Context: an optimization exercise on an open-source flow, tuned for small area, a short achievable clock period and few clock cycles per item. The choices shown serve that exercise and are no tape-out recipe. No functional check of the RTL was part of any run shown here. Power and IR drop assume default switching activity.

## flow/design.v (module list and top-level ports; edited modules follow where they fit)
// module mm_load_buffer: 108 lines
// module mm_pe_row: 1148 lines
// module mm_engine: 79 lines
// module mm_z_buffer: 31 lines
// module mm_top: 73 lines
module mm_top
(
  input  logic        clk_i,
  input  logic        rst_i,
  input  logic        in_valid_i,
  input  logic [35:0] in_beat_i,
  output logic        in_ready_o,
  output logic        z_valid_o,
  output logic [79:0] z_o,
  input  logic        z_ready_i,
  output logic        busy_o
);
  // ...
==> flow/flow/run.sh <==
#!/bin/bash
# Layout with the standard flow; the only change is the port buffers:
# every input and output port still gets one, but as buf_1 rather than the
# delay cell the flow's default choice picks.
set -euo pipefail
export BUFFER_PORTS_ARGS="-buffer_cell sky130_fd_sc_hd__buf_1"
bash standard.sh synth > synth.log 2>&1
bash standard.sh > layout.log 2>&1
==> flow/standard.sh <==
#!/bin/bash
# synth_recipe.tcl (not shown) runs the flow's synth.tcl, then flattens the netlist and writes it again
# the make line also repeats each setting of config.mk as NAME=value (left out here)
make -C /OpenROAD-flow-scripts/flow DESIGN_CONFIG=/design/flow/config.mk WORK_HOME=/design/flow/orfs CLKGATE_MAP_FILE= SYNTH_SCRIPT=/design/flow/synth_recipe.tcl "${@:-finish}"
==> flow/config.mk <==
export PLATFORM = sky130hd
export DESIGN_NAME = mm_top
export DESIGN_NICKNAME = mm_top
export VERILOG_FILES = /design/flow/design.v
export SDC_FILE = /design/flow/constraint.sdc
export NUM_CORES = 4
export LEC_CHECK = 0
export CAP_MARGIN = 20
export CORE_MARGIN = 2
export CORE_UTILIZATION = 40
export CTS_CLUSTER_DIAMETER = 110
export CTS_CLUSTER_SIZE = 26
export SETUP_SLACK_MARGIN = 4.35
export SLEW_MARGIN = 20
==> flow/constraint.sdc <==
create_clock -name core_clock -period 7.0 [get_ports {clk_i}]
set_input_delay 1.4000 -clock core_clock [delete_from_list [all_inputs] [get_ports {clk_i}]]
set_output_delay 1.4000 -clock core_clock [all_outputs]
set_load 0.01 [all_outputs]
==> impl_metrics.json, run 1 <==
{
  "nClkBuffers": 44,
  "crit_top_cell": "o21a_1",
  "ios": 123,
  "core.rowCount": 96,
  "synthMuxAreaShare_pct": 4.59,
  "synth_edf_count": 336,
  "fin_util_pct": 44.6,
  "die_y_um": 267,
  "rr_endpoint": "i_z_buffer.z_q[56]",
  "drt_drc_violations_left": 0,
  "clock_sinks": 596,
  "grt_util_met3_pct": 1.75,
  "synth_top_family_by_area": "adder cells",
  "regMostFlops": "i_load_buffer.x_q",
  "p_seq_w": 0.00385,
  "wl_met3_mm": 2.99,
  "wl_met2_mm": 30.5,
  "max_stage_delay_ps": 520,
  "cp-endpoint": "i_z_buffer.z_q[56]",
  "slowest_stage": "fa_1",
  "status": "timing/DRC/antenna clean",
  "routed.top_layer": "met4",
  "fmax_mhz": 358,
  "cts_buffers": 28,
  "cts_buffer_depth": 3,
  "yosys.area.top_type": "edfxtp_1",
  "fin_tns_setup_ps": 0,
  "largest_cell_class": "registers",
  "grt_pass1_wl_mm": 97.7,
  "pwr-share-clk_pct": 32.3,
  "critPathKind": "flop to flop",
  "synth_xor_area_share_pct": 1.39,
  "crit_path_end_kind": "flop",
  "synthesis.instances": 2358,
  "cts_resized": 40,
  "yosys.area_share.simple_pct": 7.17,
  "io_buffers": 122
}
==> module mm_pe_row, before the edit <==
module mm_pe_row (
  input  logic        clk_i,
  input  logic [31:0] x_i,
  input  logic [31:0] w_i,
  input  logic [7:0]  y_i,
  output logic [19:0] z_o
);
  logic [119:0] cs1_q;
  logic [41:0] cs2_q;
  logic bo1;
  logic bt2;
  assign bo1 = w_i[0] ^ 1'b0;
  assign bt2 = (w_i[1] & ~w_i[0] & ~1'b0) | (~w_i[1] & w_i[0] & 1'b0);
  logic p3;
  assign p3 = (bo1 & x_i[0]) ^ w_i[1];
  logic p4;
  assign p4 = ((bo1 & x_i[1]) | (bt2 & x_i[0])) ^ w_i[1];
  logic p5;
  assign p5 = ((bo1 & x_i[2]) | (bt2 & x_i[1])) ^ w_i[1];
  logic p6;
  assign p6 = ((bo1 & x_i[3]) | (bt2 & x_i[2])) ^ w_i[1];
  logic p7;
  assign p7 = ((bo1 & x_i[4]) | (bt2 & x_i[3])) ^ w_i[1];
  logic p8;
  assign p8 = ((bo1 & x_i[5]) | (bt2 & x_i[4])) ^ w_i[1];
  logic p9;
  assign p9 = ((bo1 & x_i[6]) | (bt2 & x_i[5])) ^ w_i[1];
  logic p10;
  assign p10 = ((bo1 & x_i[7]) | (bt2 & x_i[6])) ^ w_i[1];
  logic p11;
  assign p11 = ~(((bo1 & x_i[7]) | (bt2 & x_i[7])) ^ w_i[1]);
  logic bo12;
  logic bt13;
  assign bo12 = w_i[2] ^ w_i[1];
  assign bt13 = (w_i[3] & ~w_i[2] & ~w_i[1]) | (~w_i[3] & w_i[2] & w_i[1]);
  logic p14;
  assign p14 = (bo12 & x_i[0]) ^ w_i[3];
  logic p15;
  assign p15 = ((bo12 & x_i[1]) | (bt13 & x_i[0])) ^ w_i[3];
  logic p16;
  assign p16 = ((bo12 & x_i[2]) | (bt13 & x_i[1])) ^ w_i[3];
  logic p17;
  assign p17 = ((bo12 & x_i[3]) | (bt13 & x_i[2])) ^ w_i[3];
  logic p18;
  assign p18 = ((bo12 & x_i[4]) | (bt13 & x_i[3])) ^ w_i[3];
  logic p19;
  assign p19 = ((bo12 & x_i[5]) | (bt13 & x_i[4])) ^ w_i[3];
  logic p20;
  assign p20 = ((bo12 & x_i[6]) | (bt13 & x_i[5])) ^ w_i[3];
  logic p21;
  assign p21 = ((bo12 & x_i[7]) | (bt13 & x_i[6])) ^ w_i[3];
  logic p22;
  assign p22 = ~(((bo12 & x_i[7]) | (bt13 & x_i[7])) ^ w_i[3]);
  logic bo23;
  logic bt24;
  assign bo23 = w_i[4] ^ w_i[3];
  assign bt24 = (w_i[5] & ~w_i[4] & ~w_i[3]) | (~w_i[5] & w_i[4] & w_i[3]);
  logic p25;
  assign p25 = (bo23 & x_i[0]) ^ w_i[5];
  logic p26;
  assign p26 = ((bo23 & x_i[1]) | (bt24 & x_i[0])) ^ w_i[5];
  logic p27;
  assign p27 = ((bo23 & x_i[2]) | (bt24 & x_i[1])) ^ w_i[5];
  logic p28;
  assign p28 = ((bo23 & x_i[3]) | (bt24 & x_i[2])) ^ w_i[5];
  logic p29;
  assign p29 = ((bo23 & x_i[4]) | (bt24 & x_i[3])) ^ w_i[5];
  logic p30;
  assign p30 = ((bo23 & x_i[5]) | (bt24 & x_i[4])) ^ w_i[5];
  logic p31;
  assign p31 = ((bo23 & x_i[6]) | (bt24 & x_i[5])) ^ w_i[5];
  logic p32;
  assign p32 = ((bo23 & x_i[7]) | (bt24 & x_i[6])) ^ w_i[5];
  logic p33;
  assign p33 = ~(((bo23 & x_i[7]) | (bt24 & x_i[7])) ^ w_i[5]);
  logic bo34;
  logic bt35;
  assign bo34 = w_i[6] ^ w_i[5];
  assign bt35 = (w_i[7] & ~w_i[6] & ~w_i[5]) | (~w_i[7] & w_i[6] & w_i[5]);
  logic p36;
  assign p36 = (bo34 & x_i[0]) ^ w_i[7];
  logic p37;
  assign p37 = ((bo34 & x_i[1]) | (bt35 & x_i[0])) ^ w_i[7];
  logic p38;
  assign p38 = ((bo34 & x_i[2]) | (bt35 & x_i[1])) ^ w_i[7];
  logic p39;
  assign p39 = ((bo34 & x_i[3]) | (bt35 & x_i[2])) ^ w_i[7];
  logic p40;
  assign p40 = ((bo34 & x_i[4]) | (bt35 & x_i[3])) ^ w_i[7];
  logic p41;
  assign p41 = ((bo34 & x_i[5]) | (bt35 & x_i[4])) ^ w_i[7];
  logic p42;
  assign p42 = ((bo34 & x_i[6]) | (bt35 & x_i[5])) ^ w_i[7];
  logic p43;
  assign p43 = ((bo34 & x_i[7]) | (bt35 & x_i[6])) ^ w_i[7];
  logic p44;
  assign p44 = ~(((bo34 & x_i[7]) | (bt35 & x_i[7])) ^ w_i[7]);
  logic bo45;
  logic bt46;
  assign bo45 = w_i[8] ^ 1'b0;
  assign bt46 = (w_i[9] & ~w_i[8] & ~1'b0) | (~w_i[9] & w_i[8] & 1'b0);
  logic p47;
  assign p47 = (bo45 & x_i[8]) ^ w_i[9];
  logic p48;
  assign p48 = ((bo45 & x_i[9]) | (bt46 & x_i[8])) ^ w_i[9];
  logic p49;
  assign p49 = ((bo45 & x_i[10]) | (bt46 & x_i[9])) ^ w_i[9];
  logic p50;
  assign p50 = ((bo45 & x_i[11]) | (bt46 & x_i[10])) ^ w_i[9];
  logic p51;
  assign p51 = ((bo45 & x_i[12]) | (bt46 & x_i[11])) ^ w_i[9];
  logic p52;
  assign p52 = ((bo45 & x_i[13]) | (bt46 & x_i[12])) ^ w_i[9];
  logic p53;
  assign p53 = ((bo45 & x_i[14]) | (bt46 & x_i[13])) ^ w_i[9];
  logic p54;
  assign p54 = ((bo45 & x_i[15]) | (bt46 & x_i[14])) ^ w_i[9];
  logic p55;
  assign p55 = ~(((bo45 & x_i[15]) | (bt46 & x_i[15])) ^ w_i[9]);
  logic bo56;
  logic bt57;
  assign bo56 = w_i[10] ^ w_i[9];
  assign bt57 = (w_i[11] & ~w_i[10] & ~w_i[9]) | (~w_i[11] & w_i[10] & w_i[9]);
  logic p58;
  assign p58 = (bo56 & x_i[8]) ^ w_i[11];
  logic p59;
  assign p59 = ((bo56 & x_i[9]) | (bt57 & x_i[8])) ^ w_i[11];
  logic p60;
  assign p60 = ((bo56 & x_i[10]) | (bt57 & x_i[9])) ^ w_i[11];
  logic p61;
  assign p61 = ((bo56 & x_i[11]) | (bt57 & x_i[10])) ^ w_i[11];
  logic p62;
  assign p62 = ((bo56 & x_i[12]) | (bt57 & x_i[11])) ^ w_i[11];
  logic p63;
  assign p63 = ((bo56 & x_i[13]) | (bt57 & x_i[12])) ^ w_i[11];
  logic p64;
  assign p64 = ((bo56 & x_i[14]) | (bt57 & x_i[13])) ^ w_i[11];
  logic p65;
  assign p65 = ((bo56 & x_i[15]) | (bt57 & x_i[14])) ^ w_i[11];
  logic p66;
  assign p66 = ~(((bo56 & x_i[15]) | (bt57 & x_i[15])) ^ w_i[11]);
  logic bo67;
  logic bt68;
  assign bo67 = w_i[12] ^ w_i[11];
  assign bt68 = (w_i[13] & ~w_i[12] & ~w_i[11]) | (~w_i[13] & w_i[12] & w_i[11]);
  logic p69;
  assign p69 = (bo67 & x_i[8]) ^ w_i[13];
  logic p70;
  assign p70 = ((bo67 & x_i[9]) | (bt68 & x_i[8])) ^ w_i[13];
  logic p71;
  assign p71 = ((bo67 & x_i[10]) | (bt68 & x_i[9])) ^ w_i[13];
  logic p72;
  assign p72 = ((bo67 & x_i[11]) | (bt68 & x_i[10])) ^ w_i[13];
  logic p73;
  assign p73 = ((bo67 & x_i[12]) | (bt68 & x_i[11])) ^ w_i[13];
  logic p74;
  assign p74 = ((bo67 & x_i[13]) | (bt68 & x_i[12])) ^ w_i[13];
  logic p75;
  assign p75 = ((bo67 & x_i[14]) | (bt68 & x_i[13])) ^ w_i[13];
  logic p76;
  assign p76 = ((bo67 & x_i[15]) | (bt68 & x_i[14])) ^ w_i[13];
  logic p77;
  assign p77 = ~(((bo67 & x_i[15]) | (bt68 & x_i[15])) ^ w_i[13]);
  logic bo78;
  logic bt79;
  assign bo78 = w_i[14] ^ w_i[13];
  assign bt79 = (w_i[15] & ~w_i[14] & ~w_i[13]) | (~w_i[15] & w_i[14] & w_i[13]);
  logic p80;
  assign p80 = (bo78 & x_i[8]) ^ w_i[15];
  logic p81;
  assign p81 = ((bo78 & x_i[9]) | (bt79 & x_i[8])) ^ w_i[15];
  logic p82;
  assign p82 = ((bo78 & x_i[10]) | (bt79 & x_i[9])) ^ w_i[15];
  logic p83;
  assign p83 = ((bo78 & x_i[11]) | (bt79 & x_i[10])) ^ w_i[15];
  logic p84;
  assign p84 = ((bo78 & x_i[12]) | (bt79 & x_i[11])) ^ w_i[15];
  logic p85;
  assign p85 = ((bo78 & x_i[13]) | (bt79 & x_i[12])) ^ w_i[15];
  logic p86;
  assign p86 = ((bo78 & x_i[14]) | (bt79 & x_i[13])) ^ w_i[15];
  logic p87;
  assign p87 = ((bo78 & x_i[15]) | (bt79 & x_i[14])) ^ w_i[15];
  logic p88;
  assign p88 = ~(((bo78 & x_i[15]) | (bt79 & x_i[15])) ^ w_i[15]);
  logic bo89;
  logic bt90;
  assign bo89 = w_i[16] ^ 1'b0;
  assign bt90 = (w_i[17] & ~w_i[16] & ~1'b0) | (~w_i[17] & w_i[16] & 1'b0);
  logic p91;
  assign p91 = (bo89 & x_i[16]) ^ w_i[17];
  logic p92;
  assign p92 = ((bo89 & x_i[17]) | (bt90 & x_i[16])) ^ w_i[17];
  logic p93;
  assign p93 = ((bo89 & x_i[18]) | (bt90 & x_i[17])) ^ w_i[17];
  logic p94;
  assign p94 = ((bo89 & x_i[19]) | (bt90 & x_i[18])) ^ w_i[17];
  logic p95;
  assign p95 = ((bo89 & x_i[20]) | (bt90 & x_i[19])) ^ w_i[17];
  logic p96;
  assign p96 = ((bo89 & x_i[21]) | (bt90 & x_i[20])) ^ w_i[17];
  logic p97;
  assign p97 = ((bo89 & x_i[22]) | (bt90 & x_i[21])) ^ w_i[17];
  logic p98;
  assign p98 = ((bo89 & x_i[23]) | (bt90 & x_i[22])) ^ w_i[17];
  logic p99;
  assign p99 = ~(((bo89 & x_i[23]) | (bt90 & x_i[23])) ^ w_i[17]);
  logic bo100;
  logic bt101;
  assign bo100 = w_i[18] ^ w_i[17];
  assign bt101 = (w_i[19] & ~w_i[18] & ~w_i[17]) | (~w_i[19] & w_i[18] & w_i[17]);
  logic p102;
  assign p102 = (bo100 & x_i[16]) ^ w_i[19];
  logic p103;
  assign p103 = ((bo100 & x_i[17]) | (bt101 & x_i[16])) ^ w_i[19];
  logic p104;
  assign p104 = ((bo100 & x_i[18]) | (bt101 & x_i[17])) ^ w_i[19];
  logic p105;
  assign p105 = ((bo100 & x_i[19]) | (bt101 & x_i[18])) ^ w_i[19];
  logic p106;
  assign p106 = ((bo100 & x_i[20]) | (bt101 & x_i[19])) ^ w_i[19];
  logic p107;
  assign p107 = ((bo100 & x_i[21]) | (bt101 & x_i[20])) ^ w_i[19];
  logic p108;
  assign p108 = ((bo100 & x_i[22]) | (bt101 & x_i[21])) ^ w_i[19];
  logic p109;
  assign p109 = ((bo100 & x_i[23]) | (bt101 & x_i[22])) ^ w_i[19];
  logic p110;
  assign p110 = ~(((bo100 & x_i[23]) | (bt101 & x_i[23])) ^ w_i[19]);
  logic bo111;
  logic bt112;
  assign bo111 = w_i[20] ^ w_i[19];
  assign bt112 = (w_i[21] & ~w_i[20] & ~w_i[19]) | (~w_i[21] & w_i[20] & w_i[19]);
  logic p113;
  assign p113 = (bo111 & x_i[16]) ^ w_i[21];
  logic p114;
  assign p114 = ((bo111 & x_i[17]) | (bt112 & x_i[16])) ^ w_i[21];
  logic p115;
  assign p115 = ((bo111 & x_i[18]) | (bt112 & x_i[17])) ^ w_i[21];
  logic p116;
  assign p116 = ((bo111 & x_i[19]) | (bt112 & x_i[18])) ^ w_i[21];
  logic p117;
  assign p117 = ((bo111 & x_i[20]) | (bt112 & x_i[19])) ^ w_i[21];
  logic p118;
  assign p118 = ((bo111 & x_i[21]) | (bt112 & x_i[20])) ^ w_i[21];
  logic p119;
  assign p119 = ((bo111 & x_i[22]) | (bt112 & x_i[21])) ^ w_i[21];
  logic p120;
  assign p120 = ((bo111 & x_i[23]) | (bt112 & x_i[22])) ^ w_i[21];
  logic p121;
  assign p121 = ~(((bo111 & x_i[23]) | (bt112 & x_i[23])) ^ w_i[21]);
  logic bo122;
  logic bt123;
  assign bo122 = w_i[22] ^ w_i[21];
  assign bt123 = (w_i[23] & ~w_i[22] & ~w_i[21]) | (~w_i[23] & w_i[22] & w_i[21]);
  logic p124;
  assign p124 = (bo122 & x_i[16]) ^ w_i[23];
  logic p125;
  assign p125 = ((bo122 & x_i[17]) | (bt123 & x_i[16])) ^ w_i[23];
  logic p126;
  assign p126 = ((bo122 & x_i[18]) | (bt123 & x_i[17])) ^ w_i[23];
  logic p127;
  assign p127 = ((bo122 & x_i[19]) | (bt123 & x_i[18])) ^ w_i[23];
  logic p128;
  assign p128 = ((bo122 & x_i[20]) | (bt123 & x_i[19])) ^ w_i[23];
  logic p129;
  assign p129 = ((bo122 & x_i[21]) | (bt123 & x_i[20])) ^ w_i[23];
  logic p130;
  assign p130 = ((bo122 & x_i[22]) | (bt123 & x_i[21])) ^ w_i[23];
  logic p131;
  assign p131 = ((bo122 & x_i[23]) | (bt123 & x_i[22])) ^ w_i[23];
  logic p132;
  assign p132 = ~(((bo122 & x_i[23]) | (bt123 & x_i[23])) ^ w_i[23]);
  logic bo133;
  logic bt134;
  assign bo133 = w_i[24] ^ 1'b0;
  assign bt134 = (w_i[25] & ~w_i[24] & ~1'b0) | (~w_i[25] & w_i[24] & 1'b0);
  logic p135;
  assign p135 = (bo133 & x_i[24]) ^ w_i[25];
  logic p136;
  assign p136 = ((bo133 & x_i[25]) | (bt134 & x_i[24])) ^ w_i[25];
  logic p137;
  assign p137 = ((bo133 & x_i[26]) | (bt134 & x_i[25])) ^ w_i[25];
  logic p138;
  assign p138 = ((bo133 & x_i[27]) | (bt134 & x_i[26])) ^ w_i[25];
  logic p139;
  assign p139 = ((bo133 & x_i[28]) | (bt134 & x_i[27])) ^ w_i[25];
  logic p140;
  assign p140 = ((bo133 & x_i[29]) | (bt134 & x_i[28])) ^ w_i[25];
  logic p141;
  assign p141 = ((bo133 & x_i[30]) | (bt134 & x_i[29])) ^ w_i[25];
  logic p142;
  assign p142 = ((bo133 & x_i[31]) | (bt134 & x_i[30])) ^ w_i[25];
  logic p143;
  assign p143 = ~(((bo133 & x_i[31]) | (bt134 & x_i[31])) ^ w_i[25]);
  logic bo144;
  logic bt145;
  assign bo144 = w_i[26] ^ w_i[25];
  assign bt145 = (w_i[27] & ~w_i[26] & ~w_i[25]) | (~w_i[27] & w_i[26] & w_i[25]);
  logic p146;
  assign p146 = (bo144 & x_i[24]) ^ w_i[27];
  logic p147;
  assign p147 = ((bo144 & x_i[25]) | (bt145 & x_i[24])) ^ w_i[27];
  logic p148;
  assign p148 = ((bo144 & x_i[26]) | (bt145 & x_i[25])) ^ w_i[27];
  logic p149;
  assign p149 = ((bo144 & x_i[27]) | (bt145 & x_i[26])) ^ w_i[27];
  logic p150;
  assign p150 = ((bo144 & x_i[28]) | (bt145 & x_i[27])) ^ w_i[27];
  logic p151;
  assign p151 = ((bo144 & x_i[29]) | (bt145 & x_i[28])) ^ w_i[27];
  logic p152;
  assign p152 = ((bo144 & x_i[30]) | (bt145 & x_i[29])) ^ w_i[27];
  logic p153;
  assign p153 = ((bo144 & x_i[31]) | (bt145 & x_i[30])) ^ w_i[27];
  logic p154;
  assign p154 = ~(((bo144 & x_i[31]) | (bt145 & x_i[31])) ^ w_i[27]);
  logic bo155;
  logic bt156;
  assign bo155 = w_i[28] ^ w_i[27];
  assign bt156 = (w_i[29] & ~w_i[28] & ~w_i[27]) | (~w_i[29] & w_i[28] & w_i[27]);
  logic p157;
  assign p157 = (bo155 & x_i[24]) ^ w_i[29];
  logic p158;
  assign p158 = ((bo155 & x_i[25]) | (bt156 & x_i[24])) ^ w_i[29];
  logic p159;
  assign p159 = ((bo155 & x_i[26]) | (bt156 & x_i[25])) ^ w_i[29];
  logic p160;
  assign p160 = ((bo155 & x_i[27]) | (bt156 & x_i[26])) ^ w_i[29];
  logic p161;
  assign p161 = ((bo155 & x_i[28]) | (bt156 & x_i[27])) ^ w_i[29];
  logic p162;
  assign p162 = ((bo155 & x_i[29]) | (bt156 & x_i[28])) ^ w_i[29];
  logic p163;
  assign p163 = ((bo155 & x_i[30]) | (bt156 & x_i[29])) ^ w_i[29];
  logic p164;
  assign p164 = ((bo155 & x_i[31]) | (bt156 & x_i[30])) ^ w_i[29];
  logic p165;
  assign p165 = ~(((bo155 & x_i[31]) | (bt156 & x_i[31])) ^ w_i[29]);
  logic bo166;
  logic bt167;
  assign bo166 = w_i[30] ^ w_i[29];
  assign bt167 = (w_i[31] & ~w_i[30] & ~w_i[29]) | (~w_i[31] & w_i[30] & w_i[29]);
  logic p168;
  assign p168 = (bo166 & x_i[24]) ^ w_i[31];
  logic p169;
  assign p169 = ((bo166 & x_i[25]) | (bt167 & x_i[24])) ^ w_i[31];
  logic p170;
  assign p170 = ((bo166 & x_i[26]) | (bt167 & x_i[25])) ^ w_i[31];
  logic p171;
  assign p171 = ((bo166 & x_i[27]) | (bt167 & x_i[26])) ^ w_i[31];
  logic p172;
  assign p172 = ((bo166 & x_i[28]) | (bt167 & x_i[27])) ^ w_i[31];
  logic p173;
  assign p173 = ((bo166 & x_i[29]) | (bt167 & x_i[28])) ^ w_i[31];
  logic p174;
  assign p174 = ((bo166 & x_i[30]) | (bt167 & x_i[29])) ^ w_i[31];
  logic p175;
  assign p175 = ((bo166 & x_i[31]) | (bt167 & x_i[30])) ^ w_i[31];
  logic p176;
  assign p176 = ~(((bo166 & x_i[31]) | (bt167 & x_i[31])) ^ w_i[31]);
  logic s177;
  logic c178;
  assign s177 = w_i[1] ^ w_i[9] ^ w_i[17];
  assign c178 = (w_i[1] & w_i[9]) | (w_i[1] & w_i[17]) | (w_i[9] & w_i[17]);
  logic s179;
  logic c180;
  assign s179 = w_i[25] ^ y_i[0] ^ p3;
  assign c180 = (w_i[25] & y_i[0]) | (w_i[25] & p3) | (y_i[0] & p3);
  logic s181;
  logic c182;
  assign s181 = p47 ^ p91 ^ p135;
  assign c182 = (p47 & p91) | (p47 & p135) | (p91 & p135);
  logic s183;
  logic c184;
  assign s183 = y_i[1] ^ p4 ^ p48;
  assign c184 = (y_i[1] & p4) | (y_i[1] & p48) | (p4 & p48);
  logic s185;
  logic c186;
  assign s185 = w_i[3] ^ w_i[11] ^ w_i[19];
  assign c186 = (w_i[3] & w_i[11]) | (w_i[3] & w_i[19]) | (w_i[11] & w_i[19]);
  logic s187;
  logic c188;
  assign s187 = w_i[27] ^ y_i[2] ^ p5;
  assign c188 = (w_i[27] & y_i[2]) | (w_i[27] & p5) | (y_i[2] & p5);
  logic s189;
  logic c190;
  assign s189 = p14 ^ p49 ^ p58;
  assign c190 = (p14 & p49) | (p14 & p58) | (p49 & p58);
  logic s191;
  logic c192;
  assign s191 = p93 ^ p102 ^ p137;
  assign c192 = (p93 & p102) | (p93 & p137) | (p102 & p137);
  logic s193;
  logic c194;
  assign s193 = y_i[3] ^ p6 ^ p15;
  assign c194 = (y_i[3] & p6) | (y_i[3] & p15) | (p6 & p15);
  logic s195;
  logic c196;
  assign s195 = p50 ^ p59 ^ p94;
  assign c196 = (p50 & p59) | (p50 & p94) | (p59 & p94);
  logic s197;
  logic c198;
  assign s197 = p103 ^ p138 ^ p147;
  assign c198 = (p103 & p138) | (p103 & p147) | (p138 & p147);
  logic s199;
  logic c200;
  assign s199 = w_i[5] ^ w_i[13] ^ w_i[21];
  assign c200 = (w_i[5] & w_i[13]) | (w_i[5] & w_i[21]) | (w_i[13] & w_i[21]);
  logic s201;
  logic c202;
  assign s201 = w_i[29] ^ y_i[4] ^ p7;
  assign c202 = (w_i[29] & y_i[4]) | (w_i[29] & p7) | (y_i[4] & p7);
  logic s203;
  logic c204;
  assign s203 = p16 ^ p25 ^ p51;
  assign c204 = (p16 & p25) | (p16 & p51) | (p25 & p51);
  logic s205;
  logic c206;
  assign s205 = p60 ^ p69 ^ p95;
  assign c206 = (p60 & p69) | (p60 & p95) | (p69 & p95);
  logic s207;
  logic c208;
  assign s207 = p104 ^ p113 ^ p139;
  assign c208 = (p104 & p113) | (p104 & p139) | (p113 & p139);
  logic s209;
  logic c210;
  assign s209 = y_i[5] ^ p8 ^ p17;
  assign c210 = (y_i[5] & p8) | (y_i[5] & p17) | (p8 & p17);
  logic s211;
  logic c212;
  assign s211 = p26 ^ p52 ^ p61;
  assign c212 = (p26 & p52) | (p26 & p61) | (p52 & p61);
  logic s213;
  logic c214;
  assign s213 = p70 ^ p96 ^ p105;
  assign c214 = (p70 & p96) | (p70 & p105) | (p96 & p105);
  logic s215;
  logic c216;
  assign s215 = p114 ^ p140 ^ p149;
  assign c216 = (p114 & p140) | (p114 & p149) | (p140 & p149);
  logic s217;
  logic c218;
  assign s217 = w_i[7] ^ w_i[15] ^ w_i[23];
  assign c218 = (w_i[7] & w_i[15]) | (w_i[7] & w_i[23]) | (w_i[15] & w_i[23]);
  logic s219;
  logic c220;
  assign s219 = w_i[31] ^ y_i[6] ^ p9;
  assign c220 = (w_i[31] & y_i[6]) | (w_i[31] & p9) | (y_i[6] & p9);
  logic s221;
  logic c222;
  assign s221 = p18 ^ p27 ^ p36;
  assign c222 = (p18 & p27) | (p18 & p36) | (p27 & p36);
  logic s223;
  logic c224;
  assign s223 = p53 ^ p62 ^ p71;
  assign c224 = (p53 & p62) | (p53 & p71) | (p62 & p71);
  logic s225;
  logic c226;
  assign s225 = p80 ^ p97 ^ p106;
  assign c226 = (p80 & p97) | (p80 & p106) | (p97 & p106);
  logic s227;
  logic c228;
  assign s227 = p115 ^ p124 ^ p141;
  assign c228 = (p115 & p124) | (p115 & p141) | (p124 & p141);
  logic s229;
  logic c230;
  assign s229 = p150 ^ p159 ^ p168;
  assign c230 = (p150 & p159) | (p150 & p168) | (p159 & p168);
  logic s231;
  logic c232;
  assign s231 = 1'b1 ^ ~y_i[7] ^ p10;
  assign c232 = (1'b1 & ~y_i[7]) | (1'b1 & p10) | (~y_i[7] & p10);
  logic s233;
  logic c234;
  assign s233 = p19 ^ p28 ^ p37;
  assign c234 = (p19 & p28) | (p19 & p37) | (p28 & p37);
  logic s235;
  logic c236;
  assign s235 = p54 ^ p63 ^ p72;
  assign c236 = (p54 & p63) | (p54 & p72) | (p63 & p72);
  logic s237;
  logic c238;
  assign s237 = p81 ^ p98 ^ p107;
  assign c238 = (p81 & p98) | (p81 & p107) | (p98 & p107);
  logic s239;
  logic c240;
  assign s239 = p116 ^ p125 ^ p142;
  assign c240 = (p116 & p125) | (p116 & p142) | (p125 & p142);
  logic s241;
  logic c242;
  assign s241 = p151 ^ p160 ^ p169;
  assign c242 = (p151 & p160) | (p151 & p169) | (p160 & p169);
  logic s243;
  logic c244;
  assign s243 = 1'b1 ^ p11 ^ p20;
  assign c244 = (1'b1 & p11) | (1'b1 & p20) | (p11 & p20);
  logic s245;
  logic c246;
  assign s245 = p29 ^ p38 ^ p55;
  assign c246 = (p29 & p38) | (p29 & p55) | (p38 & p55);
  logic s247;
  logic c248;
  assign s247 = p64 ^ p73 ^ p82;
  assign c248 = (p64 & p73) | (p64 & p82) | (p73 & p82);
  logic s249;
  logic c250;
  assign s249 = p99 ^ p108 ^ p117;
  assign c250 = (p99 & p108) | (p99 & p117) | (p108 & p117);
  logic s251;
  logic c252;
  assign s251 = p126 ^ p143 ^ p152;
  assign c252 = (p126 & p143) | (p126 & p152) | (p143 & p152);
  logic s253;
  logic c254;
  assign s253 = 1'b1 ^ p21 ^ p30;
  assign c254 = (1'b1 & p21) | (1'b1 & p30) | (p21 & p30);
  logic s255;
  logic c256;
  assign s255 = p39 ^ p65 ^ p74;
  assign c256 = (p39 & p65) | (p39 & p74) | (p65 & p74);
  logic s257;
  logic c258;
  assign s257 = p83 ^ p109 ^ p118;
  assign c258 = (p83 & p109) | (p83 & p118) | (p109 & p118);
  logic s259;
  logic c260;
  assign s259 = p127 ^ p153 ^ p162;
  assign c260 = (p127 & p153) | (p127 & p162) | (p153 & p162);
  logic s261;
  logic c262;
  assign s261 = p22 ^ p31 ^ p40;
  assign c262 = (p22 & p31) | (p22 & p40) | (p31 & p40);
  logic s263;
  logic c264;
  assign s263 = p66 ^ p75 ^ p84;
  assign c264 = (p66 & p75) | (p66 & p84) | (p75 & p84);
  logic s265;
  logic c266;
  assign s265 = p110 ^ p119 ^ p128;
  assign c266 = (p110 & p119) | (p110 & p128) | (p119 & p128);
  logic s267;
  logic c268;
  assign s267 = p154 ^ p163 ^ p172;
  assign c268 = (p154 & p163) | (p154 & p172) | (p163 & p172);
  logic s269;
  logic c270;
  assign s269 = 1'b1 ^ p32 ^ p41;
  assign c270 = (1'b1 & p32) | (1'b1 & p41) | (p32 & p41);
  logic s271;
  logic c272;
  assign s271 = p76 ^ p85 ^ p120;
  assign c272 = (p76 & p85) | (p76 & p120) | (p85 & p120);
  logic s273;
  logic c274;
  assign s273 = p129 ^ p164 ^ p173;
  assign c274 = (p129 & p164) | (p129 & p173) | (p164 & p173);
  logic s275;
  logic c276;
  assign s275 = p33 ^ p42 ^ p77;
  assign c276 = (p33 & p42) | (p33 & p77) | (p42 & p77);
  logic s277;
  logic c278;
  assign s277 = p86 ^ p121 ^ p130;
  assign c278 = (p86 & p121) | (p86 & p130) | (p121 & p130);
  logic s279;
  logic c280;
  assign s279 = 1'b1 ^ p43 ^ p87;
  assign c280 = (1'b1 & p43) | (1'b1 & p87) | (p43 & p87);
  logic s281;
  logic c282;
  assign s281 = p44 ^ p88 ^ p132;
  assign c282 = (p44 & p88) | (p44 & p132) | (p88 & p132);
  logic s283;
  logic c284;
  assign s283 = cs1_q[0] ^ cs1_q[1];
  assign c284 = cs1_q[0] & cs1_q[1];
  logic s285;
  logic c286;
  assign s285 = cs1_q[3] ^ cs1_q[4] ^ cs1_q[5];
  assign c286 = (cs1_q[3] & cs1_q[4]) | (cs1_q[3] & cs1_q[5]) | (cs1_q[4] & cs1_q[5]);
  logic s287;
  logic c288;
  assign s287 = cs1_q[6] ^ cs1_q[7] ^ cs1_q[8];
  assign c288 = (cs1_q[6] & cs1_q[7]) | (cs1_q[6] & cs1_q[8]) | (cs1_q[7] & cs1_q[8]);
  logic s289;
  logic c290;
  assign s289 = cs1_q[9] ^ cs1_q[10] ^ cs1_q[11];
  assign c290 = (cs1_q[9] & cs1_q[10]) | (cs1_q[9] & cs1_q[11]) | (cs1_q[10] & cs1_q[11]);
  logic s291;
  logic c292;
  assign s291 = cs1_q[12] ^ cs1_q[13] ^ cs1_q[14];
  assign c292 = (cs1_q[12] & cs1_q[13]) | (cs1_q[12] & cs1_q[14]) | (cs1_q[13] & cs1_q[14]);
  logic s293;
  logic c294;
  assign s293 = cs1_q[15] ^ cs1_q[16] ^ cs1_q[17];
  assign c294 = (cs1_q[15] & cs1_q[16]) | (cs1_q[15] & cs1_q[17]) | (cs1_q[16] & cs1_q[17]);
  logic s295;
  logic c296;
  assign s295 = cs1_q[18] ^ cs1_q[19] ^ cs1_q[20];
  assign c296 = (cs1_q[18] & cs1_q[19]) | (cs1_q[18] & cs1_q[20]) | (cs1_q[19] & cs1_q[20]);
  logic s297;
  logic c298;
  assign s297 = cs1_q[22] ^ cs1_q[23] ^ cs1_q[24];
  assign c298 = (cs1_q[22] & cs1_q[23]) | (cs1_q[22] & cs1_q[24]) | (cs1_q[23] & cs1_q[24]);
  logic s299;
  logic c300;
  assign s299 = cs1_q[25] ^ cs1_q[26] ^ cs1_q[27];
  assign c300 = (cs1_q[25] & cs1_q[26]) | (cs1_q[25] & cs1_q[27]) | (cs1_q[26] & cs1_q[27]);
  logic s301;
  logic c302;
  assign s301 = cs1_q[28] ^ cs1_q[29] ^ cs1_q[30];
  assign c302 = (cs1_q[28] & cs1_q[29]) | (cs1_q[28] & cs1_q[30]) | (cs1_q[29] & cs1_q[30]);
  logic s303;
  logic c304;
  assign s303 = cs1_q[32] ^ cs1_q[33] ^ cs1_q[34];
  assign c304 = (cs1_q[32] & cs1_q[33]) | (cs1_q[32] & cs1_q[34]) | (cs1_q[33] & cs1_q[34]);
  logic s305;
  logic c306;
  assign s305 = cs1_q[35] ^ cs1_q[36] ^ cs1_q[37];
  assign c306 = (cs1_q[35] & cs1_q[36]) | (cs1_q[35] & cs1_q[37]) | (cs1_q[36] & cs1_q[37]);
  logic s307;
  logic c308;
  assign s307 = cs1_q[38] ^ cs1_q[39] ^ cs1_q[40];
  assign c308 = (cs1_q[38] & cs1_q[39]) | (cs1_q[38] & cs1_q[40]) | (cs1_q[39] & cs1_q[40]);
  logic s309;
  logic c310;
  assign s309 = cs1_q[42] ^ cs1_q[43] ^ cs1_q[44];
  assign c310 = (cs1_q[42] & cs1_q[43]) | (cs1_q[42] & cs1_q[44]) | (cs1_q[43] & cs1_q[44]);
  logic s311;
  logic c312;
  assign s311 = cs1_q[45] ^ cs1_q[46] ^ cs1_q[47];
  assign c312 = (cs1_q[45] & cs1_q[46]) | (cs1_q[45] & cs1_q[47]) | (cs1_q[46] & cs1_q[47]);
  logic s313;
  logic c314;
  assign s313 = cs1_q[48] ^ cs1_q[49];
  assign c314 = cs1_q[48] & cs1_q[49];
  logic s315;
  logic c316;
  assign s315 = cs1_q[53] ^ cs1_q[54] ^ cs1_q[55];
  assign c316 = (cs1_q[53] & cs1_q[54]) | (cs1_q[53] & cs1_q[55]) | (cs1_q[54] & cs1_q[55]);
  logic s317;
  logic c318;
  assign s317 = cs1_q[56] ^ cs1_q[57] ^ cs1_q[58];
  assign c318 = (cs1_q[56] & cs1_q[57]) | (cs1_q[56] & cs1_q[58]) | (cs1_q[57] & cs1_q[58]);
  logic s319;
  logic c320;
  assign s319 = cs1_q[59] ^ cs1_q[60] ^ cs1_q[61];
  assign c320 = (cs1_q[59] & cs1_q[60]) | (cs1_q[59] & cs1_q[61]) | (cs1_q[60] & cs1_q[61]);
  logic s321;
  logic c322;
  assign s321 = cs1_q[62] ^ cs1_q[63];
  assign c322 = cs1_q[62] & cs1_q[63];
  logic s323;
  logic c324;
  assign s323 = cs1_q[66] ^ cs1_q[67] ^ cs1_q[68];
  assign c324 = (cs1_q[66] & cs1_q[67]) | (cs1_q[66] & cs1_q[68]) | (cs1_q[67] & cs1_q[68]);
  logic s325;
  logic c326;
  assign s325 = cs1_q[69] ^ cs1_q[70] ^ cs1_q[71];
  assign c326 = (cs1_q[69] & cs1_q[70]) | (cs1_q[69] & cs1_q[71]) | (cs1_q[70] & cs1_q[71]);
  logic s327;
  logic c328;
  assign s327 = cs1_q[72] ^ cs1_q[73] ^ cs1_q[74];
  assign c328 = (cs1_q[72] & cs1_q[73]) | (cs1_q[72] & cs1_q[74]) | (cs1_q[73] & cs1_q[74]);
  logic s329;
  logic c330;
  assign s329 = cs1_q[75] ^ cs1_q[76] ^ cs1_q[77];
  assign c330 = (cs1_q[75] & cs1_q[76]) | (cs1_q[75] & cs1_q[77]) | (cs1_q[76] & cs1_q[77]);
  logic s331;
  logic c332;
  assign s331 = cs1_q[79] ^ cs1_q[80] ^ cs1_q[81];
  assign c332 = (cs1_q[79] & cs1_q[80]) | (cs1_q[79] & cs1_q[81]) | (cs1_q[80] & cs1_q[81]);
  logic s333;
  logic c334;
  assign s333 = cs1_q[82] ^ cs1_q[83] ^ cs1_q[84];
  assign c334 = (cs1_q[82] & cs1_q[83]) | (cs1_q[82] & cs1_q[84]) | (cs1_q[83] & cs1_q[84]);
  logic s335;
  logic c336;
  assign s335 = cs1_q[85] ^ cs1_q[86];
  assign c336 = cs1_q[85] & cs1_q[86];
  logic s337;
  logic c338;
  assign s337 = cs1_q[89] ^ cs1_q[90] ^ cs1_q[91];
  assign c338 = (cs1_q[89] & cs1_q[90]) | (cs1_q[89] & cs1_q[91]) | (cs1_q[90] & cs1_q[91]);
  logic s339;
  logic c340;
  assign s339 = c284 ^ s285;
  assign c340 = c284 & s285;
  logic s341;
  logic c342;
  assign s341 = c286 ^ c288 ^ s289;
  assign c342 = (c286 & c288) | (c286 & s289) | (c288 & s289);
  logic s343;
  logic c344;
  assign s343 = c290 ^ c292 ^ s293;
  assign c344 = (c290 & c292) | (c290 & s293) | (c292 & s293);
  logic s345;
  logic c346;
  assign s345 = s295 ^ cs1_q[21];
  assign c346 = s295 & cs1_q[21];
  logic s347;
  logic c348;
  assign s347 = c294 ^ c296 ^ s297;
  assign c348 = (c294 & c296) | (c294 & s297) | (c296 & s297);
  logic s349;
  logic c350;
  assign s349 = s299 ^ s301 ^ cs1_q[31];
  assign c350 = (s299 & s301) | (s299 & cs1_q[31]) | (s301 & cs1_q[31]);
  logic s351;
  logic c352;
  assign s351 = c298 ^ c300 ^ c302;
  assign c352 = (c298 & c300) | (c298 & c302) | (c300 & c302);
  logic s353;
  logic c354;
  assign s353 = s303 ^ s305 ^ s307;
  assign c354 = (s303 & s305) | (s303 & s307) | (s305 & s307);
  logic s355;
  logic c356;
  assign s355 = c304 ^ c306 ^ c308;
  assign c356 = (c304 & c306) | (c304 & c308) | (c306 & c308);
  logic s357;
  logic c358;
  assign s357 = s309 ^ s311 ^ s313;
  assign c358 = (s309 & s311) | (s309 & s313) | (s311 & s313);
  logic s359;
  logic c360;
  assign s359 = cs1_q[50] ^ cs1_q[51];
  assign c360 = cs1_q[50] & cs1_q[51];
  logic s361;
  logic c362;
  assign s361 = c310 ^ c312 ^ c314;
  assign c362 = (c310 & c312) | (c310 & c314) | (c312 & c314);
  logic s363;
  logic c364;
  assign s363 = s315 ^ s317 ^ s319;
  assign c364 = (s315 & s317) | (s315 & s319) | (s317 & s319);
  logic s365;
  logic c366;
  assign s365 = s321 ^ cs1_q[64] ^ cs1_q[65];
  assign c366 = (s321 & cs1_q[64]) | (s321 & cs1_q[65]) | (cs1_q[64] & cs1_q[65]);
  logic s367;
  logic c368;
  assign s367 = c316 ^ c318 ^ c320;
  assign c368 = (c316 & c318) | (c316 & c320) | (c318 & c320);
  logic s369;
  logic c370;
  assign s369 = c322 ^ s323 ^ s325;
  assign c370 = (c322 & s323) | (c322 & s325) | (s323 & s325);
  logic s371;
  logic c372;
  assign s371 = s327 ^ s329 ^ cs1_q[78];
  assign c372 = (s327 & s329) | (s327 & cs1_q[78]) | (s329 & cs1_q[78]);
  logic s373;
  logic c374;
  assign s373 = c324 ^ c326 ^ c328;
  assign c374 = (c324 & c326) | (c324 & c328) | (c326 & c328);
  logic s375;
  logic c376;
  assign s375 = c330 ^ s331 ^ s333;
  assign c376 = (c330 & s331) | (c330 & s333) | (s331 & s333);
  logic s377;
  logic c378;
  assign s377 = s335 ^ cs1_q[87] ^ cs1_q[88];
  assign c378 = (s335 & cs1_q[87]) | (s335 & cs1_q[88]) | (cs1_q[87] & cs1_q[88]);
  logic s379;
  logic c380;
  assign s379 = c332 ^ c334 ^ c336;
  assign c380 = (c332 & c334) | (c332 & c336) | (c334 & c336);
  logic s381;
  logic c382;
  assign s381 = s337 ^ cs1_q[92] ^ cs1_q[93];
  assign c382 = (s337 & cs1_q[92]) | (s337 & cs1_q[93]) | (cs1_q[92] & cs1_q[93]);
  logic s383;
  logic c384;
  assign s383 = cs1_q[94] ^ cs1_q[95] ^ cs1_q[96];
  assign c384 = (cs1_q[94] & cs1_q[95]) | (cs1_q[94] & cs1_q[96]) | (cs1_q[95] & cs1_q[96]);
  logic s385;
  logic c386;
  assign s385 = c338 ^ cs1_q[97] ^ cs1_q[98];
  assign c386 = (c338 & cs1_q[97]) | (c338 & cs1_q[98]) | (cs1_q[97] & cs1_q[98]);
  logic s387;
  logic c388;
  assign s387 = cs1_q[99] ^ cs1_q[100] ^ cs1_q[101];
  assign c388 = (cs1_q[99] & cs1_q[100]) | (cs1_q[99] & cs1_q[101]) | (cs1_q[100] & cs1_q[101]);
  logic s389;
  logic c390;
  assign s389 = cs1_q[102] ^ cs1_q[103];
  assign c390 = cs1_q[102] & cs1_q[103];
  logic s391;
  logic c392;
  assign s391 = cs1_q[104] ^ cs1_q[105] ^ cs1_q[106];
  assign c392 = (cs1_q[104] & cs1_q[105]) | (cs1_q[104] & cs1_q[106]) | (cs1_q[105] & cs1_q[106]);
  logic s393;
  logic c394;
  assign s393 = cs1_q[107] ^ cs1_q[108] ^ cs1_q[109];
  assign c394 = (cs1_q[107] & cs1_q[108]) | (cs1_q[107] & cs1_q[109]) | (cs1_q[108] & cs1_q[109]);
  logic s395;
  logic c396;
  assign s395 = cs1_q[111] ^ cs1_q[112];
  assign c396 = cs1_q[111] & cs1_q[112];
  logic s397;
  logic c398;
  assign s397 = c340 ^ s341;
  assign c398 = c340 & s341;
  logic s399;
  logic c400;
  assign s399 = c342 ^ s343 ^ s345;
  assign c400 = (c342 & s343) | (c342 & s345) | (s343 & s345);
  logic s401;
  logic c402;
  assign s401 = c344 ^ c346 ^ s347;
  assign c402 = (c344 & c346) | (c344 & s347) | (c346 & s347);
  logic s403;
  logic c404;
  assign s403 = c348 ^ c350 ^ s351;
  assign c404 = (c348 & c350) | (c348 & s351) | (c350 & s351);
  logic s405;
  logic c406;
  assign s405 = s353 ^ cs1_q[41];
  assign c406 = s353 & cs1_q[41];
  logic s407;
  logic c408;
  assign s407 = c352 ^ c354 ^ s355;
  assign c408 = (c352 & c354) | (c352 & s355) | (c354 & s355);
  logic s409;
  logic c410;
  assign s409 = s357 ^ s359 ^ cs1_q[52];
  assign c410 = (s357 & s359) | (s357 & cs1_q[52]) | (s359 & cs1_q[52]);
  logic s411;
  logic c412;
  assign s411 = c356 ^ c358 ^ c360;
  assign c412 = (c356 & c358) | (c356 & c360) | (c358 & c360);
  logic s413;
  logic c414;
  assign s413 = s361 ^ s363 ^ s365;
  assign c414 = (s361 & s363) | (s361 & s365) | (s363 & s365);
  logic s415;
  logic c416;
  assign s415 = c362 ^ c364 ^ c366;
  assign c416 = (c362 & c364) | (c362 & c366) | (c364 & c366);
  logic s417;
  logic c418;
  assign s417 = s367 ^ s369 ^ s371;
  assign c418 = (s367 & s369) | (s367 & s371) | (s369 & s371);
  logic s419;
  logic c420;
  assign s419 = c368 ^ c370 ^ c372;
  assign c420 = (c368 & c370) | (c368 & c372) | (c370 & c372);
  logic s421;
  logic c422;
  assign s421 = s373 ^ s375 ^ s377;
  assign c422 = (s373 & s375) | (s373 & s377) | (s375 & s377);
  logic s423;
  logic c424;
  assign s423 = c374 ^ c376 ^ c378;
  assign c424 = (c374 & c376) | (c374 & c378) | (c376 & c378);
  logic s425;
  logic c426;
  assign s425 = s379 ^ s381 ^ s383;
  assign c426 = (s379 & s381) | (s379 & s383) | (s381 & s383);
  logic s427;
  logic c428;
  assign s427 = c380 ^ c382 ^ c384;
  assign c428 = (c380 & c382) | (c380 & c384) | (c382 & c384);
  logic s429;
  logic c430;
  assign s429 = s385 ^ s387 ^ s389;
  assign c430 = (s385 & s387) | (s385 & s389) | (s387 & s389);
  logic s431;
  logic c432;
  assign s431 = c386 ^ c388 ^ c390;
  assign c432 = (c386 & c388) | (c386 & c390) | (c388 & c390);
  logic s433;
  logic c434;
  assign s433 = s391 ^ s393 ^ cs1_q[110];
  assign c434 = (s391 & s393) | (s391 & cs1_q[110]) | (s393 & cs1_q[110]);
  logic s435;
  logic c436;
  assign s435 = c392 ^ c394 ^ s395;
  assign c436 = (c392 & c394) | (c392 & s395) | (c394 & s395);
  logic s437;
  logic c438;
  assign s437 = cs1_q[113] ^ cs1_q[114] ^ cs1_q[115];
  assign c438 = (cs1_q[113] & cs1_q[114]) | (cs1_q[113] & cs1_q[115]) | (cs1_q[114] & cs1_q[115]);
  logic s439;
  logic c440;
  assign s439 = c396 ^ cs1_q[116] ^ cs1_q[117];
  assign c440 = (c396 & cs1_q[116]) | (c396 & cs1_q[117]) | (cs1_q[116] & cs1_q[117]);
  logic s441;
  logic c442;
  assign s441 = c400 ^ s401;
  assign c442 = c400 & s401;
  logic s443;
  logic c444;
  assign s443 = c402 ^ s403 ^ s405;
  assign c444 = (c402 & s403) | (c402 & s405) | (s403 & s405);
  logic s445;
  logic c446;
  assign s445 = c404 ^ c406 ^ s407;
  assign c446 = (c404 & c406) | (c404 & s407) | (c406 & s407);
  logic s447;
  logic c448;
  assign s447 = c408 ^ c410 ^ s411;
  assign c448 = (c408 & c410) | (c408 & s411) | (c410 & s411);
  logic s449;
  logic c450;
  assign s449 = c412 ^ c414 ^ s415;
  assign c450 = (c412 & c414) | (c412 & s415) | (c414 & s415);
  logic s451;
  logic c452;
  assign s451 = c416 ^ c418 ^ s419;
  assign c452 = (c416 & c418) | (c416 & s419) | (c418 & s419);
  logic s453;
  logic c454;
  assign s453 = c420 ^ c422 ^ s423;
  assign c454 = (c420 & c422) | (c420 & s423) | (c422 & s423);
  logic s455;
  logic c456;
  assign s455 = c424 ^ c426 ^ s427;
  assign c456 = (c424 & c426) | (c424 & s427) | (c426 & s427);
  logic s457;
  logic c458;
  assign s457 = c428 ^ c430 ^ s431;
  assign c458 = (c428 & c430) | (c428 & s431) | (c430 & s431);
  logic s459;
  logic c460;
  assign s459 = c432 ^ c434 ^ s435;
  assign c460 = (c432 & c434) | (c432 & s435) | (c434 & s435);
  logic s461;
  logic c462;
  assign s461 = c436 ^ c438 ^ s439;
  assign c462 = (c436 & c438) | (c436 & s439) | (c438 & s439);
  logic s463;
  logic c464;
  assign s463 = c440 ^ cs1_q[119];
  assign c464 = c440 & cs1_q[119];
  logic s465;
  logic c466;
  assign s465 = cs2_q[12] ^ cs2_q[13];
  assign c466 = cs2_q[12] & cs2_q[13];
  logic s467;
  logic c468;
  assign s467 = cs2_q[15] ^ cs2_q[16] ^ cs2_q[17];
  assign c468 = (cs2_q[15] & cs2_q[16]) | (cs2_q[15] & cs2_q[17]) | (cs2_q[16] & cs2_q[17]);
  logic s469;
  logic c470;
  assign s469 = cs2_q[18] ^ cs2_q[19] ^ cs2_q[20];
  assign c470 = (cs2_q[18] & cs2_q[19]) | (cs2_q[18] & cs2_q[20]) | (cs2_q[19] & cs2_q[20]);
  logic s471;
  logic c472;
  assign s471 = cs2_q[21] ^ cs2_q[22] ^ cs2_q[23];
  assign c472 = (cs2_q[21] & cs2_q[22]) | (cs2_q[21] & cs2_q[23]) | (cs2_q[22] & cs2_q[23]);
  logic s473;
  logic c474;
  assign s473 = cs2_q[24] ^ cs2_q[25] ^ cs2_q[26];
  assign c474 = (cs2_q[24] & cs2_q[25]) | (cs2_q[24] & cs2_q[26]) | (cs2_q[25] & cs2_q[26]);
  logic s475;
  logic c476;
  assign s475 = cs2_q[27] ^ cs2_q[28] ^ cs2_q[29];
  assign c476 = (cs2_q[27] & cs2_q[28]) | (cs2_q[27] & cs2_q[29]) | (cs2_q[28] & cs2_q[29]);
  logic s477;
  logic c478;
  assign s477 = cs2_q[30] ^ cs2_q[31] ^ cs2_q[32];
  assign c478 = (cs2_q[30] & cs2_q[31]) | (cs2_q[30] & cs2_q[32]) | (cs2_q[31] & cs2_q[32]);
  logic s479;
  logic c480;
  assign s479 = cs2_q[33] ^ cs2_q[34] ^ cs2_q[35];
  assign c480 = (cs2_q[33] & cs2_q[34]) | (cs2_q[33] & cs2_q[35]) | (cs2_q[34] & cs2_q[35]);
  logic s481;
  logic c482;
  assign s481 = cs2_q[36] ^ cs2_q[37] ^ cs2_q[38];
  assign c482 = (cs2_q[36] & cs2_q[37]) | (cs2_q[36] & cs2_q[38]) | (cs2_q[37] & cs2_q[38]);
  logic s483;
  logic c484;
  assign s483 = cs2_q[39] ^ cs2_q[40] ^ 1'b1;
  assign c484 = (cs2_q[39] & cs2_q[40]) | (cs2_q[39] & 1'b1) | (cs2_q[40] & 1'b1);
  always_ff @(posedge clk_i) begin
    cs1_q[0] <= s177;
    cs1_q[1] <= s179;
    cs1_q[2] <= s181;
    cs1_q[3] <= c178;
    cs1_q[4] <= c180;
    cs1_q[5] <= c182;
    cs1_q[6] <= s183;
    cs1_q[7] <= p92;
    cs1_q[8] <= p136;
    cs1_q[9] <= c184;
    cs1_q[10] <= s185;
    cs1_q[11] <= s187;
    cs1_q[12] <= s189;
    cs1_q[13] <= s191;
    cs1_q[14] <= p146;
    cs1_q[15] <= c186;
    cs1_q[16] <= c188;
    cs1_q[17] <= c190;
    cs1_q[18] <= c192;
    cs1_q[19] <= s193;
    cs1_q[20] <= s195;
    cs1_q[21] <= s197;
    cs1_q[22] <= c194;
    cs1_q[23] <= c196;
    cs1_q[24] <= c198;
    cs1_q[25] <= s199;
    cs1_q[26] <= s201;
    cs1_q[27] <= s203;
    cs1_q[28] <= s205;
    cs1_q[29] <= s207;
    cs1_q[30] <= p148;
    cs1_q[31] <= p157;
    cs1_q[32] <= c200;
    cs1_q[33] <= c202;
    cs1_q[34] <= c204;
    cs1_q[35] <= c206;
    cs1_q[36] <= c208;
    cs1_q[37] <= s209;
    cs1_q[38] <= s211;
    cs1_q[39] <= s213;
    cs1_q[40] <= s215;
    cs1_q[41] <= p158;
    cs1_q[42] <= c210;
    cs1_q[43] <= c212;
    cs1_q[44] <= c214;
    cs1_q[45] <= c216;
    cs1_q[46] <= s217;
    cs1_q[47] <= s219;
    cs1_q[48] <= s221;
    cs1_q[49] <= s223;
    cs1_q[50] <= s225;
    cs1_q[51] <= s227;
    cs1_q[52] <= s229;
    cs1_q[53] <= c218;
    cs1_q[54] <= c220;
    cs1_q[55] <= c222;
    cs1_q[56] <= c224;
    cs1_q[57] <= c226;
    cs1_q[58] <= c228;
    cs1_q[59] <= c230;
    cs1_q[60] <= s231;
    cs1_q[61] <= s233;
    cs1_q[62] <= s235;
    cs1_q[63] <= s237;
    cs1_q[64] <= s239;
    cs1_q[65] <= s241;
    cs1_q[66] <= c232;
    cs1_q[67] <= c234;
    cs1_q[68] <= c236;
    cs1_q[69] <= c238;
    cs1_q[70] <= c240;
    cs1_q[71] <= c242;
    cs1_q[72] <= s243;
    cs1_q[73] <= s245;
    cs1_q[74] <= s247;
    cs1_q[75] <= s249;
    cs1_q[76] <= s251;
    cs1_q[77] <= p161;
    cs1_q[78] <= p170;
    cs1_q[79] <= c244;
    cs1_q[80] <= c246;
    cs1_q[81] <= c248;
    cs1_q[82] <= c250;
    cs1_q[83] <= c252;
    cs1_q[84] <= s253;
    cs1_q[85] <= s255;
    cs1_q[86] <= s257;
    cs1_q[87] <= s259;
    cs1_q[88] <= p171;
    cs1_q[89] <= c254;
    cs1_q[90] <= c256;
    cs1_q[91] <= c258;
    cs1_q[92] <= c260;
    cs1_q[93] <= s261;
    cs1_q[94] <= s263;
    cs1_q[95] <= s265;
    cs1_q[96] <= s267;
    cs1_q[97] <= c262;
    cs1_q[98] <= c264;
    cs1_q[99] <= c266;
    cs1_q[100] <= c268;
    cs1_q[101] <= s269;
    cs1_q[102] <= s271;
    cs1_q[103] <= s273;
    cs1_q[104] <= c270;
    cs1_q[105] <= c272;
    cs1_q[106] <= c274;
    cs1_q[107] <= s275;
    cs1_q[108] <= s277;
    cs1_q[109] <= p165;
    cs1_q[110] <= p174;
    cs1_q[111] <= c276;
    cs1_q[112] <= c278;
    cs1_q[113] <= s279;
    cs1_q[114] <= p131;
    cs1_q[115] <= p175;
    cs1_q[116] <= c280;
    cs1_q[117] <= s281;
    cs1_q[118] <= p176;
    cs1_q[119] <= c282;
  end
  always_ff @(posedge clk_i) begin
    cs2_q[0] <= s283;
    cs2_q[1] <= cs1_q[2];
    cs2_q[2] <= s339;
    cs2_q[3] <= s287;
    cs2_q[4] <= s397;
    cs2_q[5] <= s291;
    cs2_q[6] <= c398;
    cs2_q[7] <= s399;
    cs2_q[8] <= s441;
    cs2_q[9] <= s349;
    cs2_q[10] <= c442;
    cs2_q[11] <= s443;
    cs2_q[12] <= c444;
    cs2_q[13] <= s445;
    cs2_q[14] <= s409;
    cs2_q[15] <= c446;
    cs2_q[16] <= s447;
    cs2_q[17] <= s413;
    cs2_q[18] <= c448;
    cs2_q[19] <= s449;
    cs2_q[20] <= s417;
    cs2_q[21] <= c450;
    cs2_q[22] <= s451;
    cs2_q[23] <= s421;
    cs2_q[24] <= c452;
    cs2_q[25] <= s453;
    cs2_q[26] <= s425;
    cs2_q[27] <= c454;
    cs2_q[28] <= s455;
    cs2_q[29] <= s429;
    cs2_q[30] <= c456;
    cs2_q[31] <= s457;
    cs2_q[32] <= s433;
    cs2_q[33] <= c458;
    cs2_q[34] <= s459;
    cs2_q[35] <= s437;
    cs2_q[36] <= c460;
    cs2_q[37] <= s461;
    cs2_q[38] <= cs1_q[118];
    cs2_q[39] <= c462;
    cs2_q[40] <= s463;
    cs2_q[41] <= c464;
  end
  logic [19:0] ra, rb;
  assign ra = {1'b1, 1'b1, 1'b1, c484, c482, c480, c478, c476, c474, c472, c470, c468, c466, s465, cs2_q[10], cs2_q[8], cs2_q[6], cs2_q[4], cs2_q[2], cs2_q[0]};
  assign rb = {1'b0, 1'b0, 1'b0, cs2_q[41], s483, s481, s479, s477, s475, s473, s471, s469, s467, cs2_q[14], cs2_q[11], cs2_q[9], cs2_q[7], cs2_q[5], cs2_q[3], cs2_q[1]};
  assign z_o = ra + rb;
endmodule
==> module mm_engine, before the edit <==
module mm_engine
(
  input  logic         clk_i,
  input  logic         rst_i,
  input  logic         comp_i,
  input  logic         bx_i,
  input  logic [1:0]   brow_i,
  input  logic         bx_next_i,
  input  logic [1:0]   brow_next_i,
  input  logic [127:0] x_i,
  input  logic [31:0]  w_i,
  input  logic [31:0]  y_i,
  input  logic         zv_i,
  input  logic         z_ready_i,
  output logic         hold_o,
  output logic         wr_o,
  output logic         last_o,
  output logic [1:0]   row_o,
  output logic [19:0]  z_o
);
  logic [3:0]    pend_q;
  logic [3:0]    sel_q;
  logic [3:0]    seln_q;
  logic          v1_q, v2_q;
  logic          last1_q, last2_q;
  logic [1:0]    row1_q, row2_q;
  logic          unstarted, go;
  logic [3:0]    pend_n, rowbit_n, lowest_n, sel_n;
  logic [1:0]    sel_idx;
  logic [31:0]   xr;
  logic [7:0]    yr;
  assign unstarted = (pend_q == 4'hF);
  assign go        = (|pend_q) &&
                     (!unstarted || (!v1_q && !v2_q && (!zv_i || z_ready_i)));
  assign hold_o    = bx_i && ((pend_q & (4'b0001 << brow_i)) != 4'b0000) && !go;
  assign pend_n    = comp_i ? 4'hF : (go ? (pend_q & ~sel_q) : pend_q);
  assign rowbit_n  = 4'b0001 << brow_next_i;
  assign lowest_n  = pend_n & (~pend_n + 4'd1);
  assign sel_n     = (bx_next_i && ((pend_n & rowbit_n) != 4'b0000)) ? rowbit_n : lowest_n;
  assign sel_idx   = {sel_q[3] | sel_q[2], sel_q[3] | sel_q[1]};
  always_ff @(posedge clk_i) begin
    if (rst_i) begin
      pend_q <= '0;
      v1_q   <= 1'b0;
      v2_q   <= 1'b0;
    end else begin
      pend_q <= pend_n;
      v1_q   <= go;
      v2_q   <= v1_q;
    end
  end
  always_ff @(posedge clk_i) begin
    sel_q   <= sel_n;
    seln_q  <= ~sel_n;
    row1_q  <= sel_idx;
    last1_q <= (pend_q & ~sel_q) == 4'b0000;
    row2_q  <= row1_q;
    last2_q <= last1_q;
  end
  always_comb begin
    xr = '0;
    yr = '0;
    for (int j = 0; j < 4; j++) begin
      xr[15:0]  = xr[15:0]  | (x_i[j*32 +: 16] & {16{sel_q[j]}});
      xr[31:16] = xr[31:16] | (x_i[j*32+16 +: 16] & {16{~seln_q[j]}});
      yr = yr | (y_i[j*8 +: 8] & {8{~seln_q[j]}});
    end
  end
  mm_pe_row i_pe_row (
    .clk_i ( clk_i ),
    .x_i   ( xr    ),
    .w_i   ( w_i   ),
    .y_i   ( yr    ),
    .z_o   ( z_o   )
  );
  assign wr_o   = v2_q;
  assign last_o = v2_q && last2_q;
  assign row_o  = row2_q;
endmodule
==> inputs of run 2 (changes only) <==
--- a/flow/design.v
+++ b/flow/design.v
@@ -1251,10 +1251,12 @@
     cs2_q[40] <= s463;
     cs2_q[41] <= c464;
   end
-  logic [19:0] ra, rb;
-  assign ra = {1'b1, 1'b1, 1'b1, c484, c482, c480, c478, c476, c474, c472, c470, c468, c466, s465, cs2_q[10], cs2_q[8], cs2_q[6], cs2_q[4], cs2_q[2], cs2_q[0]};
-  assign rb = {1'b0, 1'b0, 1'b0, cs2_q[41], s483, s481, s479, s477, s475, s473, s471, s469, s467, cs2_q[14], cs2_q[11], cs2_q[9], cs2_q[7], cs2_q[5], cs2_q[3], cs2_q[1]};
-  assign z_o = ra + rb;
+  logic [17:0] ra, rb;
+  assign ra = {1'b1, c484, c482, c480, c478, c476, c474, c472, c470, c468, c466, s465, cs2_q[10], cs2_q[8], cs2_q[6], cs2_q[4], cs2_q[2], cs2_q[0]};
+  assign rb = {1'b0, cs2_q[41], s483, s481, s479, s477, s475, s473, s471, s469, s467, cs2_q[14], cs2_q[11], cs2_q[9], cs2_q[7], cs2_q[5], cs2_q[3], cs2_q[1]};
+  logic [17:0] zs;
+  assign zs = ra + rb;
+  assign z_o = {{2{zs[17]}}, zs};
 endmodule
 `timescale 1ns/10ps
 module mm_engine
@@ -1279,7 +1281,6 @@
 );
   logic [3:0]    pend_q;
   logic [3:0]    sel_q;
-  logic [3:0]    seln_q;
   logic          v1_q, v2_q;
   logic          last1_q, last2_q;
   logic [1:0]    row1_q, row2_q;
@@ -1310,7 +1311,6 @@
   end
   always_ff @(posedge clk_i) begin
     sel_q   <= sel_n;
-    seln_q  <= ~sel_n;
     row1_q  <= sel_idx;
     last1_q <= (pend_q & ~sel_q) == 4'b0000;
     row2_q  <= row1_q;
@@ -1320,9 +1320,8 @@
     xr = '0;
     yr = '0;
     for (int j = 0; j < 4; j++) begin
-      xr[15:0]  = xr[15:0]  | (x_i[j*32 +: 16] & {16{sel_q[j]}});
-      xr[31:16] = xr[31:16] | (x_i[j*32+16 +: 16] & {16{~seln_q[j]}});
-      yr = yr | (y_i[j*8 +: 8] & {8{~seln_q[j]}});
+      xr = xr | (x_i[j*32 +: 32] & {32{sel_q[j]}});
+      yr = yr | (y_i[j*8 +: 8] & {8{sel_q[j]}});
     end
   end
   mm_pe_row i_pe_row (
==> flow/run.sh (new file) <==
#!/bin/bash
# synth_recipe.tcl (not shown) runs the flow's synth.tcl, then flattens the netlist and writes it again
# the make line also repeats each setting of config.mk as NAME=value (left out here)
make -C /OpenROAD-flow-scripts/flow DESIGN_CONFIG=/design/flow/config.mk WORK_HOME=/design/flow/orfs CLKGATE_MAP_FILE= SYNTH_SCRIPT=/design/flow/synth_recipe.tcl finish
removed: flow/flow/run.sh
removed: flow/standard.sh
==> impl_metrics.json, run 2 <==
{
  "die_y_um": 267,
  "synthMuxAreaShare_pct": 4.54,
  "ctsHoldBuffers": 0,
  "yosys.area_share.simple_pct": 7.46,
  "fin_crit_sh_pct": 38.4,
  "ys.flop_type": "edfxtp_1",
  "grt_pass1_vias": 16600,
  "layout_commonest_cell": "edfxtp_1",
  "grt_overflow": 0,
  "crit_path_end_kind": "primary output",
  "sw_frac_of_total_pct": 20.8,
  "yosys.area.top_type": "edfxtp_1",
  "p_comb_share_pct": 2.7,
  "maxSlewViolCount": 0,
  "crit_fanout": 2,
  "timing.hold.ws_ps": 332,
  "synth_area_leaders": "edfxtp_1 36%, dfxtp_1 18%, fa_1 9.7%",
  "first_pass_iters": 7,
  "layout-drive-gt1-share_pct": 17.0,
  "routedWlPerCell_um": 19.7,
  "fin_tns_setup_ps": 0,
  "cts_tree": "yes",
  "tightest_slew_ps": 1080,
  "worst_ep_required_time_ps": 5600,
  "reg.largest.list": "i_load_buffer.x_q (128), i_engine.i_pe_row.cs1_q (120), i_z_buffer.z_q (72)",
  "drv_cap": 0,
  "core.rowCount": 96,
  "power_density_mw_per_mm2": 190,
  "synth_xor_area_share_pct": 1.45,
  "io_buffers": 122,
  "synth_top_cell_area_share_pct": 36.0,
  "peakVddDrop_mv": 0.193,
  "num-nets-final": 2570,
  "synth_top_family_by_area": "adder cells",
  "synthesis.instances": 2315,
  "cts-htree-levels": 1,
  "fmax_mhz": 372,
  "syn-num-nets": 2527,
  "hp-class": "flop to flop",
  "power_switching_w": 0.00123,
  "ant_nets": 0,
  "p_leak_nw": 11.3,
  "clock_sinks": 588,
  "largest_reg_flops": 128,
  "synth_warnings": 4,
  "cts_buffers": 29,
  "pwr-share-clk_pct": 32.9,
  "final_cell_mix": "332 x edfxtp_1, 249 x dfxtp_1, 136 x inv_1",
  "regMostFlops": "i_load_buffer.x_q",
  "intPower_w": 0.00467,
  "synthDistinctLibCells": 73,
  "coreArea_mm2": 0.0686,
  "yosys.area_share.adder_pct": 14.1,
  "async_flop_share_pct": 0,
  "synth_seq_cells": 588,
  "grt_pass1_wl_mm": 98.1,
  "drtIter0Drc": 1744,
  "fin_util_pct": 45.2,
  "yosysSeqAreaShare_pct": 54.5,
  "drt_drc_violations_left": 0,
  "synth_edf_count": 332,
  "grt_use_total_pct": 17.8,
  "rsz0062_at_grt": "true",
  "status": "timing/DRC/antenna clean",
  "path_clk_slew_ps": 90,
  "ios": 123,
  "hpwl_mm": 45.0,
  "max-slew-margin-rel_pct": 28.3,
  "cts_buffer_depth": 3,
  "fin_crit_ps": 2690,
  "critPathKind": "flop to primary output"
}
-- run 2: changes by cell type after synthesis, moves of 9 or more --
cell,change
a21oi_1,-9
nor2_1,+13
buf_2,+26
clkbuf_1,-20
and3_1,+9
nand3_1,+19
o21ai_0,-32
a211oi_1,+9
a22o_1,+13
a22oi_1,-13
inv_1,-26
nand2_1,-64
maj3_1,+14
o221ai_1,-15
-- run 2: metrics by stage --
stage                     cells  area [µm²]  total power, W
after floorplan            2315       27800         0.00397
after global placement     3210       29600         0.00402
after detailed placement   3211       29600         0.00404
after CTS                  3285       30700         0.00596
after global routing       3311       31000         0.00610
final                      3312       31000         0.00590
-- run 2: layout make-up --
| cell class | instances | area (µm²) |
|---|---|---|
| Inverter | 141 | 553 |
| Timing Repair inverter | 3 | 22.5 |
| Clock inverter | 9 | 130 |
| Sequential cell | 588 | 15100 |
| Tap cell | 931 | 1160 |
| Fill cell | 6208 | 37600 |
| Timing Repair Buffer | 193 | 1530 |
| Multi-Input combinational cell | 1402 | 11700 |
| Antenna cell | 1 | 2.50 |
| Clock buffer | 44 | 792 |
-- run 2: worst paths after layout --
check / slack (ps) / startpoint / cells after the start / end
max: 4310 / i_z_buffer.z_q[57] / 2 / z_o[59]
min: 330 / i_engine.row1_q[1] / 0 / i_engine.row2_q[1]
max reg2reg: 4340 / i_engine.i_pe_row.cs2_q[17] / 9 / i_z_buffer.z_q[75]
min reg2reg: 330 / i_engine.row1_q[1] / 0 / i_engine.row2_q[1]
-- run 2: logic make-up after synthesis --
kind of cell | count (synthesis)
flip-flops | 588
AO/OA/AOI/OAI | 549
AND/OR/NAND/NOR | 445
buffers and inverters | 327
adder cells (fa/ha/maj) | 247
multiplexers | 113
XOR/XNOR | 46
-- run 2: critical path, stage by stage (launching register included) --
cell and delay [ps]:
edfxtp_1 430, buf_6 150, buf_6 110
-- run 2: power by group through the flow --
stage                     sequential (W)  combinational [W]  clock, W
after global placement           0.00387           0.000151         0
final                            0.00380           0.000160   0.00194
after CTS                        0.00380           0.000162   0.00200
after detailed placement         0.00388           0.000159         0
after floorplan                  0.00386           0.000108         0
after global routing             0.00381           0.000177   0.00212
-- run 2: routing by layer --
metal | track usage (%) | up-vias | wire length (µm)
li1 | - | 8417 | -
met1 | 25.2 | 8730 | 30100
met2 | 29.3 | 507 | 30700
met3 | 2.18 | 67 | 3110
met4 | 3.87 | 0 | 1410
met5 | 0 | - | 0
-- run 2: what timing repair did --
action / CTS / global route
hold endpoints to repair: 0 / 0
gates cloned: 5 / 0
setup endpoints to repair: 400 / 105
pin swaps: 12 / 15
resized for setup: 318 / 96
buffers inserted: 16 / 21
